This design comes from an exercise in tuning for small area on the open sky130 flow, not from production work.
In this exercise RTL edits were held to simulation tests only and were not proved equivalent to the original.
Power figures rest on the tool's default switching activity, not on a simulated workload.

==> 07-20: inputs <==
==> flow/design.v <==
`timescale 1ns/100ps
`default_nettype none
module cpuTop #(
	parameter logic [15:0] resetPc = '0
) (
	input wire clk,
	input wire rst,
	input wire [15:0] instr,
	output logic [15:0] instrAddr,
	output logic [15:0] dataAddr,
	output logic [15:0] dataWrData,
	output logic dataWrite,
	output logic dataRead,
	input wire [15:0] dataRdData
);
	localparam logic [2:0] sClr = 3'd0;   
	localparam logic [2:0] sEx  = 3'd1;   
	localparam logic [2:0] sBr  = 3'd2;   
	localparam logic [2:0] sLw  = 3'd3;   
	localparam logic [2:0] sSw  = 3'd4;   
	localparam logic [2:0] sInc = 3'd5;   
	logic [2:0] state;
	logic [1:0] phase;
	logic [15:0] regs [1:15];
	logic [15:0] pc;
	logic [15:0] xr;        
	logic aluC, incC, eqF;
	wire [3:0] op = instr[15:12];
	wire [3:0] rd = instr[11:8];
	wire [3:0] rs1 = instr[7:4];
	wire [3:0] rs2 = instr[3:0];
	wire ex = (state == sEx);
	wire isAddi = (op == 4'b1001);
	wire isMem = (op[3:2] == 2'b00) & (op[1:0] == 2'b01 || op[1:0] == 2'b10);
	wire isLw = (op == 4'b0001);
	wire isJmp = (op == 4'b0011);
	wire isBr = (op[3:1] == 3'b010);
	wire isAluR = (op == 4'b1000) || (op == 4'b1011) || (op == 4'b1100) || (op == 4'b1111);
	logic [3:0] selA;
	always_comb begin
		if (ex && isMem) selA = {2'b10, instr[9:8]};
		else if ((ex && isAddi) || state == sBr) selA = rd;
		else selA = rs1;
	end
	wire [3:0] portA = (selA == 4'd0) ? 4'd0 : regs[selA][3:0];
	wire [3:0] portB = (rs2 == 4'd0) ? 4'd0 : regs[rs2][3:0];
	logic [3:0] pcNib, immNib;
	always_comb begin
		case (phase)
			2'd0: pcNib = pc[3:0];
			2'd1: pcNib = pc[7:4];
			2'd2: pcNib = pc[11:8];
			default: pcNib = pc[15:12];
		endcase
	end
	always_comb begin
		immNib = 4'd0;
		if (isJmp) begin
			case (phase)
				2'd0: immNib = instr[3:0];
				2'd1: immNib = instr[7:4];
				2'd2: immNib = instr[11:8];
				default: immNib = {4{instr[11]}};
			endcase
		end else if (isMem) begin
			case (phase)
				2'd0: immNib = {instr[2:0], 1'b0};
				2'd1: immNib = instr[6:3];
				default: immNib = {4{instr[7]}};
			endcase
		end else begin
			case (phase)
				2'd0: immNib = instr[3:0];
				2'd1: immNib = instr[7:4];
				default: immNib = {4{instr[7]}};
			endcase
		end
	end
	wire doSub = ex & (isAluR & (op == 4'b1100));
	wire doNand = ex & (op == 4'b1011);
	wire doOr = ex & (op == 4'b1111);
	wire [3:0] aluA = (ex && isJmp) ? pcNib : portA;
	logic [3:0] aluB;
	always_comb begin
		if (state == sBr) aluB = 4'd0;
		else if (ex && (isAluR || isBr)) aluB = portB;
		else aluB = immNib;
	end
	wire cin = (phase == 2'd0) ? (doSub | (ex & isJmp)) : aluC;
	wire [4:0] sum = {1'b0, aluA} + {1'b0, doSub ? ~aluB : aluB} + {4'd0, cin};
	logic [3:0] aluY;
	always_comb begin
		if (doNand) aluY = ~(aluA & aluB);
		else if (doOr) aluY = aluA | aluB;
		else aluY = sum[3:0];
	end
	wire eqNib = (aluA == aluB);
	wire eqAll = eqNib & ((phase == 2'd0) | eqF);
	wire taken = (op[0] ? !eqAll : eqAll);
	wire incCin = (phase == 2'd0) ? 1'b1 : incC;
	wire [4:0] inc = {1'b0, pcNib} + {4'd0, incCin};
	logic [3:0] wrNib;
	logic [15:0] wrEn;
	always_comb begin
		wrEn = '0;
		wrNib = aluY;
		case (state)
			sClr: begin
				wrEn = '1;
				wrNib = 4'd0;
			end
			sEx: if (isAluR || isAddi) wrEn[rd] = 1'b1;
			sLw: begin
				wrEn[{2'b11, instr[11:10]}] = 1'b1;
				case (phase)
					2'd0: wrNib = dataRdData[3:0];
					2'd1: wrNib = dataRdData[7:4];
					2'd2: wrNib = dataRdData[11:8];
					default: wrNib = dataRdData[15:12];
				endcase
			end
			default: ;
		endcase
	end
	always_ff @(posedge clk) begin
		for (int i = 1; i < 16; i++) begin
			regs[i] <= {wrEn[i] ? wrNib : regs[i][3:0], regs[i][15:4]};
		end
	end
	logic [3:0] xNib;
	always_comb begin
		case (phase)
			2'd0: xNib = resetPc[3:0];
			2'd1: xNib = resetPc[7:4];
			2'd2: xNib = resetPc[11:8];
			default: xNib = resetPc[15:12];
		endcase
		if (state == sClr) ;  
		else if ((ex && (isMem || isJmp)) || state == sBr) xNib = aluY;
		else xNib = inc[3:0];
	end
	wire holdX = (state == sLw);
	always_ff @(posedge clk) begin
		if (!holdX) xr <= {xNib, xr[15:4]};
		aluC <= sum[4];
		incC <= inc[4];
		eqF <= eqAll;
	end
	wire last = (phase == 2'd3);
	logic ldPc;
	logic [2:0] nextState;
	always_comb begin
		ldPc = 1'b0;
		nextState = sEx;
		case (state)
			sClr: ldPc = 1'b1;
			sEx: begin
				if (isMem) nextState = isLw ? sLw : sSw;
				else if (isBr && taken) nextState = sBr;
				else ldPc = 1'b1;
			end
			sLw: nextState = sInc;
			default: ldPc = 1'b1;
		endcase
	end
	always_ff @(posedge clk) begin
		if (last && ldPc) pc <= {xNib, xr[15:4]};
	end
	always_ff @(posedge clk or posedge rst) begin
		if (rst) begin
			state <= sClr;
			phase <= 2'd0;
		end else begin
			phase <= phase + 2'd1;
			if (last) state <= nextState;
		end
	end
	assign instrAddr = pc;
	assign dataAddr = xr;
	assign dataRead = (state == sLw);
	assign dataWrite = (state == sSw) && (phase == 2'd0);
	always_comb begin
		case (instr[11:10])
			2'd0: dataWrData = regs[12];
			2'd1: dataWrData = regs[13];
			2'd2: dataWrData = regs[14];
			default: dataWrData = regs[15];
		endcase
	end
endmodule
`default_nettype wire
==> flow/flow/run.sh <==
#!/bin/bash
# Own flow: the standard ORFS flow with three changes.
#  1. Synthesis is ORFS's own (synth_recipe.tcl via standard.sh) but its ABC step
#     uses flow/abc_area.script, an area-oriented mapping without ABC's
#     buffering and up-sizing, and adders are left to ABC (no ADDER_MAP_FILE). The registers are checked against the standard
#     synthesis; if they differ in any way, the standard netlist is used.
#  2. Port buffers are the smallest buffer, sky130_fd_sc_hd__buf_1.
#  3. Clock tree synthesis without dummy loads, with flow/cts_args.txt.
set -uo pipefail
W=$(pwd)
R=$W/orfs/results/$FLOW_PLATFORM/cpuTop/base

# 1. reference: the standard synthesis
bash standard.sh synth > $W/synth_standard.log 2>&1 || exit 1
cp $R/1_2_yosys.v $W/reference_1_2_yosys.v

# same synthesis scripts, own ABC script
cp -r $FLOW_HOME/scripts $W/myscripts
cp $W/flow/abc_area.script $W/myscripts/abc_area.script
rm -rf $W/orfs
if bash standard.sh synth SCRIPTS_DIR=$W/myscripts ADDER_MAP_FILE= > $W/synth_own.log 2>&1 \
	&& python3 $W/flow/cmpregs.py $W/reference_1_2_yosys.v $R/1_2_yosys.v > $W/cmpregs.log 2>&1; then
	echo "using own synthesis"
else
	echo "own synthesis unusable; using the standard synthesis"
	rm -rf $W/orfs
	bash standard.sh synth > $W/synth_standard2.log 2>&1 || exit 1
fi

CTS="$(cat $W/flow/cts_args.txt)"
bash standard.sh finish "BUFFER_PORTS_ARGS=-buffer_cell sky130_fd_sc_hd__buf_1" "CTS_ARGS=$CTS" > $W/layout.log 2>&1 || exit 1
ls -l $W/out
==> flow/flow/abc_area.script <==
strash
&get -n
&fraig -x
&put
scorr
dc2
dretime
strash
&get -n
&dch -f
&nf -R 1000 -F 5000 -A 5000
&put
==> flow/flow/cmpregs.py <==
#!/usr/bin/env python3
# Compare the registers (instance name and cell type, drive strength ignored)
# of two gate-level netlists; exit 1 if they differ.
import re, sys

def regs(path):
    text = open(path).read()
    out = {}
    for m in re.finditer(r'^\s*(sky130_fd_sc_hd__(\w+?)_\d+)\s+(\\\S+|\S+)\s*\(', text, re.M):
        base = m.group(2)
        if re.match(r'(df|edf|sdf|dl)', base):
            out[m.group(3)] = base
    return out

a, b = regs(sys.argv[1]), regs(sys.argv[2])
print(f"reference registers: {len(a)}, new: {len(b)}")
if a != b:
    for k in sorted(set(a) | set(b)):
        if a.get(k) != b.get(k):
            print("differs:", k, a.get(k), b.get(k))
    sys.exit(1)
print("registers match")
==> flow/flow/cts_args.txt <==
-sink_clustering_enable -repair_clock_nets -dont_use_dummy_load -buf_list sky130_fd_sc_hd__clkbuf_8 -sink_clustering_size 16 -sink_clustering_max_diameter 40
==> flow/standard.sh <==
#!/bin/bash
# synth_recipe.tcl (not shown) runs the flow's synth.tcl, then flattens the netlist and writes it again
# the make line also repeats each setting of config.mk as NAME=value (left out here)
make -C /OpenROAD-flow-scripts/flow DESIGN_CONFIG=/design/flow/config.mk WORK_HOME=/design/flow/orfs CLKGATE_MAP_FILE= SYNTH_SCRIPT=/design/flow/synth_recipe.tcl "${@:-finish}"
==> flow/config.mk <==
export PLATFORM = sky130hd
export DESIGN_NAME = cpuTop
export DESIGN_NICKNAME = cpuTop
export VERILOG_FILES = /design/flow/design.v
export SDC_FILE = /design/flow/constraint.sdc
export NUM_CORES = 4
export LEC_CHECK = 0
export ABC_AREA = 1
export CAP_MARGIN = 5
export CORE_MARGIN = 2
export CORE_UTILIZATION = 40
export GPL_TIMING_DRIVEN = 0
export SLEW_MARGIN = 5
==> flow/constraint.sdc <==
create_clock -name core_clock -period 10.0 [get_ports {clk}]
set_input_delay 2.0000 -clock core_clock [delete_from_list [all_inputs] [get_ports {clk}]]
set_output_delay 2.0000 -clock core_clock [all_outputs]
set_load 0.01 [all_outputs]
==> 12-14: changes against 07-20 <==
--- a/flow/design.v
+++ b/flow/design.v
@@ -141,6 +141,7 @@
 	end
 	wire holdX = (state == sLw);
+	wire [15:0] xNext = {xNib, xr[15:4]};
 	always_ff @(posedge clk) begin
-		if (!holdX) xr <= {xNib, xr[15:4]};
+		if (!holdX) xr <= xNext;
 		aluC <= sum[4];
 		incC <= inc[4];
@@ -165,5 +166,5 @@
 	end
 	always_ff @(posedge clk) begin
-		if (last && ldPc) pc <= {xNib, xr[15:4]};
+		if (last && ldPc) pc <= xNext;
 	end
 	always_ff @(posedge clk or posedge rst) begin
--- a/flow/flow/run.sh
+++ b/flow/flow/run.sh
@@ -3,5 +3,5 @@
 #  1. Synthesis is ORFS's own (synth_recipe.tcl via standard.sh) but its ABC step
 #     uses flow/abc_area.script, an area-oriented mapping without ABC's
-#     buffering and up-sizing, and adders are left to ABC (no ADDER_MAP_FILE). The registers are checked against the standard
+#     buffering and up-sizing. The registers are checked against the standard
 #     synthesis; if they differ in any way, the standard netlist is used.
 #  2. Port buffers are the smallest buffer, sky130_fd_sc_hd__buf_1.
@@ -19,5 +19,5 @@
 cp $W/flow/abc_area.script $W/myscripts/abc_area.script
 rm -rf $W/orfs
-if bash standard.sh synth SCRIPTS_DIR=$W/myscripts ADDER_MAP_FILE= > $W/synth_own.log 2>&1 \
+if bash standard.sh synth SCRIPTS_DIR=$W/myscripts > $W/synth_own.log 2>&1 \
 	&& python3 $W/flow/cmpregs.py $W/reference_1_2_yosys.v $R/1_2_yosys.v > $W/cmpregs.log 2>&1; then
 	echo "using own synthesis"
==> flow/flow/abc_area.script (replaced) <==
strash
&get -n
&fraig -x
&put
scorr
dc2
dretime
strash
&get -n
&dch -f
&nf
&put
==> flow/flow/cts_args.txt (replaced) <==
-sink_clustering_enable -repair_clock_nets -dont_use_dummy_load -buf_list sky130_fd_sc_hd__clkbuf_4
Settings changed: CAP_MARGIN 5 to 20, GPL_TIMING_DRIVEN 0 to default, SLEW_MARGIN 5 to 20.
==> 08-09: changes against 07-20 <==
==> flow/flow/abc_area.script (replaced) <==
strash
&get -n
&fraig -x
&put
scorr
dc2
dretime
strash
&get -n
&dch -f
&nf -R 1000 -F 5000 -A 5000
&put
mfs3 -a
==> flow/flow/cts_args.txt (replaced) <==
-sink_clustering_enable -repair_clock_nets -dont_use_dummy_load -buf_list sky130_fd_sc_hd__clkbuf_4 -sink_clustering_size 10 -sink_clustering_max_diameter 40
==> qor summary <==
metric                                                                                                     07-20                    12-14                    08-09
Detailed-route vias per instance                                                                           5.519                    5.450                    5.444
Length in cells of the worst reg-to-reg path                                                                  23                       15                       23
Clock group share of total power                                                                           0.188                    0.213                    0.165
Final core utilization                                                                                    0.4613                   0.4587                   0.4569
Mean post-synth cell area                                                                              11.11 um2                12.01 um2                11.11 um2
End point of the most critical hold path                                                      regs[9][0]$_DFF_P_      regs[4][11]$_DFF_P_       regs[9][0]$_DFF_P_
Met3 routed wirelength                                                                                   1637 um                  1941 um                  1637 um
Area share of buffers outside the clock network                                                          0.03718                  0.03742                  0.03765
Initial Util                                                                                              0.4089                   0.4058                   0.4087
Drt first-iter violations                                                                                    603                      537                      545
Clock transition at the register clock pins on the worst setup and hold paths after CTS                    90 ps                    60 ps                   100 ps
Status                                                                                   complete, no violations  complete, no violations  complete, no violations
Level count of the clock H-tree                                                                                1                        3                        2
Antenna cell count                                                                                             0                        2                        2
Post-route cell area                                                                                  10,130 um2               10,730 um2               10,000 um2
Post-Synth Adder-Cell Area                                                                              0.003344                  0.03584                 0.003357
Well-tap cell count                                                                                          280                      319                      280
Shortest clock period the worst path allows after layout                                                 8102 ps                  6925 ps                  8108 ps
Placeable core region                                                                                 21,960 um2               23,400 um2               21,890 um2
CTS Buf Count                                                                                                 29                       69                       39
Post-detailed-routing wire length                                                                      24,270 um                26,120 um                24,290 um
Number of ordinary inverters in the final layout                                                              11                       17                       12
Reg2Reg Capture Point                                                                        regs[8][15]$_DFF_P_          pc[6]$_DFFE_PP_      regs[8][15]$_DFF_P_
Initial antenna violation count                                                                                0                        1                        1
Clock buffers and inverters, area share                                                                  0.03941                  0.04826                  0.02927
Achievable Freq                                                                                       0.1234 GHz               0.1444 GHz               0.1233 GHz

what the ideal ports hide:
How much do the figures lean on ideal ports? The routed layouts below were timed once more, with nothing changed but the port constraints. Step 1, drivers: a clkbuf_16 drives clk and a buf_2 each remaining input, both assumed. Step 2 times the ports against the registers' clock, not the clock port: input delays grow and output delays shrink by t, the midpoint of the rising clock arrivals with the driver on. a / b / c = no drivers / after step 1 / after step 2; a / b = the first two.
run | shift t [ns] | setup slack, ns | worst setup path after step 2 | clock arrival spread, ns | pins driven straight from the clock port
07-20 | 0.592 | 1.898 / 1.904 / 1.313 | input to register | 0.095 / 0.095 | 1
12-14 | 0.658 | 3.075 / 3.085 / 2.427 | input to register | 0.068 / 0.068 | 1
08-09 | 0.625 | 1.892 / 1.890 / 1.264 | input to register | 0.083 / 0.083 | 1
After both steps setup and hold are still met in every run listed. The setup slack of 12-14, which loses most, moves by +0.010 ns with the drivers and by -0.648 ns with both steps.
